This is an optimization exercise on Yosys and OpenROAD, whose aim is small area, a short achievable clock period and few clock cycles, not a production implementation. Only simulation tests tie the RTL to the original design; equivalence was not proved.

<file path="flow/config.mk">
export PLATFORM = sky130hd
export DESIGN_NAME = complex_divider
export DESIGN_NICKNAME = complex_divider
export VERILOG_FILES = /design/flow/design.v
export SDC_FILE = /design/flow/constraint.sdc
export NUM_CORES = 4
export LEC_CHECK = 0
export CAP_MARGIN = 20
export CORE_MARGIN = 2
export CORE_UTILIZATION = 40
export SLEW_MARGIN = 20
</file>
<file path="flow/constraint.sdc">
create_clock -name core_clock -period 9.0 [get_ports {clk}]
set_input_delay 1.8000 -clock core_clock [delete_from_list [all_inputs] [get_ports {clk}]]
set_output_delay 1.8000 -clock core_clock [all_outputs]
set_load 0.01 [all_outputs]
</file>
<file path="flow/design.v">
package cdiv_pkg;
  localparam int NUM_W  = 16;            
  localparam int DEN_W  = 8;             
  localparam int PROD_W = 26;            
  localparam int ITER   = 25;            
  localparam int DVD_W  = ITER;          
  localparam int DVS_W  = 16;            
  localparam int ITER_W = $clog2(ITER);
  localparam logic [NUM_W-1:0] SAT_MAX = 16'h7FFF;   
  localparam logic [NUM_W-1:0] SAT_MIN = 16'h8000;   
  typedef enum logic [1:0] {
    IDLE = 2'd0,
    MULT = 2'd1,
    DIV  = 2'd2,
    DONE = 2'd3
  } state_t;
endpackage
import cdiv_pkg::*;
module udiv_serial
(
  input  logic             clk,
  input  logic             rst_n,
  input  logic             start,
  input  logic             step,
  input  logic             last,
  input  logic [DVD_W-1:0] dividend,
  input  logic [DVS_W-1:0] divisor,
  output logic             busy,
  output logic             done,
  output logic [DVD_W-1:0] quotient
);
  logic [DVS_W-1:0] rem;
  logic [DVD_W-1:0] quo;
  logic [DVS_W-1:0] dvs;
  logic [DVS_W:0]   trial;
  logic             ge;
  logic [DVS_W-1:0] diff;
  assign trial    = {rem, quo[DVD_W-1]};
  assign ge       = trial >= {1'b0, dvs};
  assign diff     = trial[DVS_W-1:0] - dvs;
  assign quotient = quo;
  always_ff @(posedge clk or negedge rst_n) begin
    if (!rst_n) begin
      rem  <= '0;
      quo  <= '0;
      dvs  <= '0;
      busy <= 1'b0;
      done <= 1'b0;
    end else if (start) begin
      rem  <= '0;
      quo  <= dividend;
      dvs  <= divisor;
      busy <= 1'b1;
      done <= 1'b0;
    end else if (step && busy) begin
      rem <= ge ? diff : trial[DVS_W-1:0];
      quo <= {quo[DVD_W-2:0], ge};
      if (last) begin
        busy <= 1'b0;
        done <= 1'b1;
      end
    end
  end
endmodule
import cdiv_pkg::*;
module complex_divider
(
  input  logic             clk,
  input  logic             rst_n,
  input  logic             in_valid,
  output logic             in_ready,
  input  logic [NUM_W-1:0] num_real,
  input  logic [NUM_W-1:0] num_imag,
  input  logic [DEN_W-1:0] den_real,
  input  logic [DEN_W-1:0] den_imag,
  output logic             out_valid,
  input  logic             out_ready,
  output logic [NUM_W-1:0] quo_real,
  output logic [NUM_W-1:0] quo_imag,
  output logic             div_zero,
  output logic             sat
);
  function automatic logic [NUM_W:0] sign_sat(input logic [DVD_W-1:0] mag,
                                               input logic neg);
    logic [NUM_W:0] res;
    if (!neg) begin
      if (mag > DVD_W'(SAT_MAX)) res = {1'b1, SAT_MAX};
      else                       res = {1'b0, mag[NUM_W-1:0]};
    end else begin
      if (mag > DVD_W'(SAT_MIN)) res = {1'b1, SAT_MIN};
      else                       res = {1'b0, ~mag[NUM_W-1:0] + NUM_W'(1)};
    end
    sign_sat = res;
  endfunction
  cdiv_pkg::state_t state;
  cdiv_pkg::state_t state_nxt;
  logic [NUM_W-1:0]  nr_q, ni_q;
  logic [DEN_W-1:0]  dr_q, di_q;
  logic              p_neg, q_neg, dz_q;
  logic [ITER_W-1:0] iter;
  logic signed [PROD_W-1:0] nr_x, ni_x, dr_x, di_x, p, q;
  logic signed [DVS_W-1:0]  dr_s, di_s;
  logic [DVS_W-1:0]         d;
  logic [DVD_W-1:0]         p_abs, q_abs;
  logic                     dz_comb;
  assign nr_x = {{(PROD_W-NUM_W){nr_q[NUM_W-1]}}, nr_q};
  assign ni_x = {{(PROD_W-NUM_W){ni_q[NUM_W-1]}}, ni_q};
  assign dr_x = {{(PROD_W-DEN_W){dr_q[DEN_W-1]}}, dr_q};
  assign di_x = {{(PROD_W-DEN_W){di_q[DEN_W-1]}}, di_q};
  assign dr_s = {{(DVS_W-DEN_W){dr_q[DEN_W-1]}}, dr_q};
  assign di_s = {{(DVS_W-DEN_W){di_q[DEN_W-1]}}, di_q};
  assign p = nr_x * dr_x + ni_x * di_x;
  assign q = ni_x * dr_x - nr_x * di_x;
  assign d = dr_s * dr_s + di_s * di_s;
  assign p_abs   = p[PROD_W-1] ? (~p[DVD_W-1:0] + DVD_W'(1)) : p[DVD_W-1:0];
  assign q_abs   = q[PROD_W-1] ? (~q[DVD_W-1:0] + DVD_W'(1)) : q[DVD_W-1:0];
  assign dz_comb = (dr_q == '0) && (di_q == '0);
  logic             start, step, last;
  logic             re_busy, im_busy, re_done, im_done;
  logic [DVD_W-1:0] re_quo, im_quo;
  logic [NUM_W:0]   re_res, im_res;
  assign start  = (state == MULT) && !dz_comb;
  assign step   = (state == DIV) && re_busy && im_busy;
  assign last   = (iter == ITER_W'(ITER - 1));
  assign re_res = sign_sat(re_quo, p_neg);
  assign im_res = sign_sat(im_quo, q_neg);
  udiv_serial u_div_re (
    .clk(clk), .rst_n(rst_n), .start(start), .step(step), .last(last),
    .dividend(p_abs), .divisor(d),
    .busy(re_busy), .done(re_done), .quotient(re_quo)
  );
  udiv_serial u_div_im (
    .clk(clk), .rst_n(rst_n), .start(start), .step(step), .last(last),
    .dividend(q_abs), .divisor(d),
    .busy(im_busy), .done(im_done), .quotient(im_quo)
  );
  assign in_ready = (state == IDLE);
  always_ff @(posedge clk or negedge rst_n) begin
    if (!rst_n) state <= IDLE;
    else        state <= state_nxt;
  end
  always_comb begin
    state_nxt = state;
    case (state)
      IDLE: if (in_valid) state_nxt = MULT;
      MULT: state_nxt = dz_comb ? DONE : DIV;
      DIV:  if (step && last) state_nxt = DONE;
      DONE: if (out_valid && out_ready) state_nxt = IDLE;
      default: state_nxt = IDLE;
    endcase
  end
  always_ff @(posedge clk or negedge rst_n) begin
    if (!rst_n) begin
      nr_q      <= '0;
      ni_q      <= '0;
      dr_q      <= '0;
      di_q      <= '0;
      p_neg     <= 1'b0;
      q_neg     <= 1'b0;
      dz_q      <= 1'b0;
      iter      <= '0;
      out_valid <= 1'b0;
      quo_real  <= '0;
      quo_imag  <= '0;
      div_zero  <= 1'b0;
      sat       <= 1'b0;
    end else begin
      case (state)
        IDLE: if (in_valid) begin
          nr_q <= num_real;
          ni_q <= num_imag;
          dr_q <= den_real;
          di_q <= den_imag;
        end
        MULT: begin
          p_neg <= p[PROD_W-1];
          q_neg <= q[PROD_W-1];
          dz_q  <= dz_comb;
          iter  <= '0;
        end
        DIV: if (step) iter <= iter + ITER_W'(1);
        DONE: begin
          if (out_valid && out_ready) begin
            out_valid <= 1'b0;
          end else if (!out_valid && (dz_q || (re_done && im_done))) begin
            out_valid <= 1'b1;
            div_zero  <= dz_q;
            quo_real  <= dz_q ? '0 : re_res[NUM_W-1:0];
            quo_imag  <= dz_q ? '0 : im_res[NUM_W-1:0];
            sat       <= dz_q ? 1'b0 : (re_res[NUM_W] | im_res[NUM_W]);
          end
        end
        default: ;
      endcase
    end
  end
endmodule
</file>
<file path="flow/run.sh">
#!/bin/bash
# synth_recipe.tcl (not shown) runs the flow's synth.tcl, then flattens the netlist and writes it again
# the make line also repeats each setting of config.mk as NAME=value (left out here)
make -C /OpenROAD-flow-scripts/flow DESIGN_CONFIG=/design/flow/config.mk WORK_HOME=/design/flow/orfs CLKGATE_MAP_FILE= SYNTH_SCRIPT=/design/flow/synth_recipe.tcl finish
</file>
==> flow_metrics.py <==
metrics = {
    "outcome": {
        "status": "timing/DRC/antenna clean",
    },
    "critical_path": {
        "crit_required_ns": 9.39,
        "crit_chain": "buf_4 -> and2_1 -> fa_1 -> inv_1 -> fa_1 -> fa_1 -> inv_1 -> fa_1 -> fa_1 -> inv_1 -> fa_1 -> inv_1 -> ha_1 -> a21oi_1 -> o21ai_0 -> or3_1 -> o21ai_1 -> o211ai_1 -> a41oi_1 -> xnor2_2 -> buf_4 -> or4_1 -> and3_1",
        "critPathKind": "reg2reg",
        "slowest_stage": "dfrtp_1",
        "slowest_delay_ns": 0.89,
        "crit_buf_inv": 6,
        "cp-end-kind": "register",
        "cp-start-kind": "register",
        "crit_top_cell": "fa_1",
        "cp_top_family": "adder cells",
        "worst-path-max-fanout": 23,
        "worstPathArrival_ns": 8.16,
    },
    "placed_design": {
        "hpwlAfterDp_mm": 70.48,
        "gp_congestion": 0.8684,
        "io_buffers": 87,
        "dp_cells": 5139,
    },
    "final_layout": {
        "layout-drive-gt1-share_pct": 4.192,
        "final_cell_mix": "inv_1 (794), fa_1 (622), nand2_1 (476), and2_1 (273), ha_1 (245)",
        "antennaDiodeCount": 0,
        "area_growth_pct": 7.033,
        "fin_util_pct": 43.24,
        "nNetsFinal": 4914,
        "layout.cells.non_filler": 5173,
        "layout_commonest_cell": "inv_1",
        "fillers": 8832,
    },
    "cts": {
        "clockBufferDepth": 2,
        "holdBufCountCts": 0,
        "numCtsBuffers": 17,
        "root_buffer": "clkbuf_16",
        "insertion_delay_ns": 0.53,
        "cts_tree": "built",
        "cts.sinks": 195,
        "postCtsSetupBuffers": 0,
        "postCtsResizedCells": 0,
        "htree_num_levels": 4,
        "clkSlewWorstSetupHoldPaths_ns": 0.10,
    },
    "timing": {
        "finalSetupTns_ns": 0,
        "fmax_ghz": 0.1288,
        "slew_headroom_pct": 23.11,
        "fin_worst_skew_ns": 0.02778,
        "period_share_pct": 86.24,
        "slew_violations": 0,
        "setup_viol": 0,
        "rsz0062_at_grt": "false",
        "layout_min_cycle_time_ns": 7.762,
        "tightest_slew_ns": 1.153,
        "hold_violations": 0,
    },
    "flow_run": {
        "drv_cap": 0,
    },
    "synth": {
        "yosys-mux-area-fraction_pct": 2.141,
        "synth_area_um2": 35700,
        "synth.distinct_cells": 82,
        "synth-simple-area-share_pct": 18.09,
        "synth-edff-count": 0,
        "synth.avg_cell_area_um2": 8.822,
        "async_flop_share_pct": 100.0,
        "synth_top_family_by_area": "adder cells",
        "yosys_most_used_dff": "dfrtp_1",
        "synth-seq-area-share_pct": 13.67,
        "synth_fa_ha_area_share_pct": 43.46,
        "synth_nets": 4966,
        "netlist_instances": 4047,
        "synth-compound-area-share_pct": 8.673,
        "synth_xor_area_share_pct": 3.385,
        "yosysWarnings": 2,
        "synth-seq-cells": 195,
    },
    "route": {
        "drt-total-wl_mm": 88.96,
        "viasPerCell": 5.169,
        "ant_nets": 0,
        "post_drt_wl_per_cell_um": 17.20,
        "drt_iter0_drc": 1584,
        "drt-pass1-iter-count": 7,
        "vias": 26740,
        "drc": 0,
    },
    "grt": {
        "grt_pass1_vias": 27520,
        "antenna_found_initial": 0,
        "grt_pass1_wl_mm": 148.5,
        "met2_usage_pct": 34.05,
        "grt_max_degree": 88,
        "track_usage_pct": 20.56,
        "use_met1_pct": 28.85,
        "grt.overflow.total": 0,
        "busiest_layer": "met2",
        "met3_usage_pct": 2.750,
    },
    "die": {
        "rows": 109,
        "dieArea_um2": 91670,
        "io_pins": 88,
        "coreArea_um2": 88370,
        "die_x_um": 302.8,
        "initial_core_util_pct": 40.40,
        "chipHeight_um": 302.8,
    },
    "worst_hold_path": {
        "min_path_type": "reg2reg",
    },
}
[per-stage QoR]
step                hold WS (ns)  setup slack (ns)  instance area, um^2
floorplan                 0.4498             2.302                35700
global placement          0.4649             1.485                37570
detailed placement        0.4691             1.334                37570
CTS                       0.4894             1.263                38190
global route              0.5113            0.7878                38220
finish                    0.4830             1.238                38220
[flip-flops by register name, summed over array words and instances, names as in the netlist, 2 cells and up]
name and count:
nr_q 16, iter 5, quo_imag 16, u_div_re.quo 25, u_div_im.quo 25, di_q 8, u_div_im.rem 16, u_div_re.dvs 16
ni_q 16, dr_q 8, u_div_re.rem 16, state 2, quo_real 16
[area by class of cell]
class / count / area, um^2 / area share [%]
Sequential cell: 195 / 4881 / 12.77
Timing Repair Buffer: 128 / 1195 / 3.127
Inverter: 796 / 2988 / 7.818
Clock buffer: 18 / 439.2 / 1.149
Multi-Input combinational cell: 2857 / 27080 / 70.86
Tap cell: 1165 / 1458 / 3.814
Clock inverter: 14 / 175.2 / 0.4584
[cell families (layout without fill, tap and decap cells)]
family	after synthesis	in the layout
buffers and inverters	995	956
multiplexers	70	70
AO/OA/AOI/OAI	475	475
XOR/XNOR	138	138
AND/OR/NAND/NOR	1307	1307
adder cells (fa/ha/maj)	867	867
flip-flops	195	195
[tightest hold or removal path, stage by stage (launching register included)]
cell and delay [ns]:
dfrtp_1 0.35, nand2_1 0.05, nand2_1 0.05
[final timing paths]
path	start	end	slack (ns)	cells after the start
worst min register to register	quo_real[12]	quo_real[12]	0.48	2
worst min-delay path	quo_real[12]	quo_real[12]	0.48	2
max in group asynchronous	rst_n	u_div_re.quo[23]	6.30	2
worst max register to register	dr_q[5]	u_div_im.quo[22]	1.24	23
worst max-delay path	dr_q[5]	u_div_im.quo[22]	1.24	23
min in group asynchronous	rst_n	u_div_im.quo[4]	1.30	1
[cells in the mapped netlist (all sizes together), types with 5 or more instances]
| cell type | instances | share of area [%] |
|---|---|---|
| inv | 795 | 8.4 |
| fa | 622 | 35 |
| nand2 | 478 | 5.0 |
| and2 | 274 | 4.8 |
| ha | 245 | 8.6 |
| nor2 | 196 | 2.1 |
| dfrtp | 195 | 14 |
| clkbuf | 185 | 1.9 |
| a21oi | 127 | 1.8 |
| o21ai | 125 | 1.8 |
| xnor2 | 89 | 2.2 |
| and3 | 72 | 1.3 |
| nor3 | 71 | 1.0 |
| mux2 | 51 | 1.6 |
| xor2 | 49 | 1.2 |
| nand3 | 44 | 0.62 |
| nand2b | 42 | 0.74 |
| or3 | 29 | 0.56 |
| a211oi | 25 | 0.60 |
| nand4 | 25 | 0.44 |
| o211ai | 24 | 0.50 |
| a31oi | 20 | 0.41 |
| o21a | 20 | 0.42 |
| mux2i | 19 | 0.53 |
| nor4 | 17 | 0.32 |
| a21o | 16 | 0.34 |
| nor2b | 16 | 0.30 |
| a22o | 15 | 0.37 |
| buf | 14 | 0.26 |
| o21bai | 13 | 0.27 |
| o31ai | 13 | 0.29 |
| or2 | 11 | 0.19 |
| a21boi | 9 | 0.19 |
| nand4b | 7 | 0.17 |
| o2111ai | 7 | 0.17 |
| o41ai | 7 | 0.19 |
| a211o | 6 | 0.15 |
| a311oi | 6 | 0.15 |
| o22ai | 6 | 0.11 |
| and4 | 5 | 0.12 |
[layer usage]
metal | vias to the layer above | part of all wire [%]
met1 | 13570 | 46
met3 | 78 | 4.6
met4 | 0 | 1.7
met5 | - | 0
met2 | 585 | 47
li1 | 12500 | -
Testbench counts, summed over its fixed seeds: cycles 69,600.

afterwards: timing with drivers on the ports:
No port has a modelled driver above. Below, the same layout with a new extraction and two added sets of constraints.
Step 1 assumes that a clkbuf_16 drives the clock port and a buf_2 every other input.
Step 2, shift: input delay + t, output delay - t, t = (earliest + latest rising clock arrival at the registers) / 2. This alone moves slack from input paths to output paths.
a / b / c = no drivers / after step 1 / after step 2; a / b = the first two.
shift t [ns]: 0.578
setup WS [ns]: 1.238 / 1.238 / 1.238
clock arrival spread, ns: 0.028 / 0.028
After both steps setup and hold are still met in this run. The setup slack of this run moves by 0.000 ns with the drivers and by 0.000 ns with both steps.
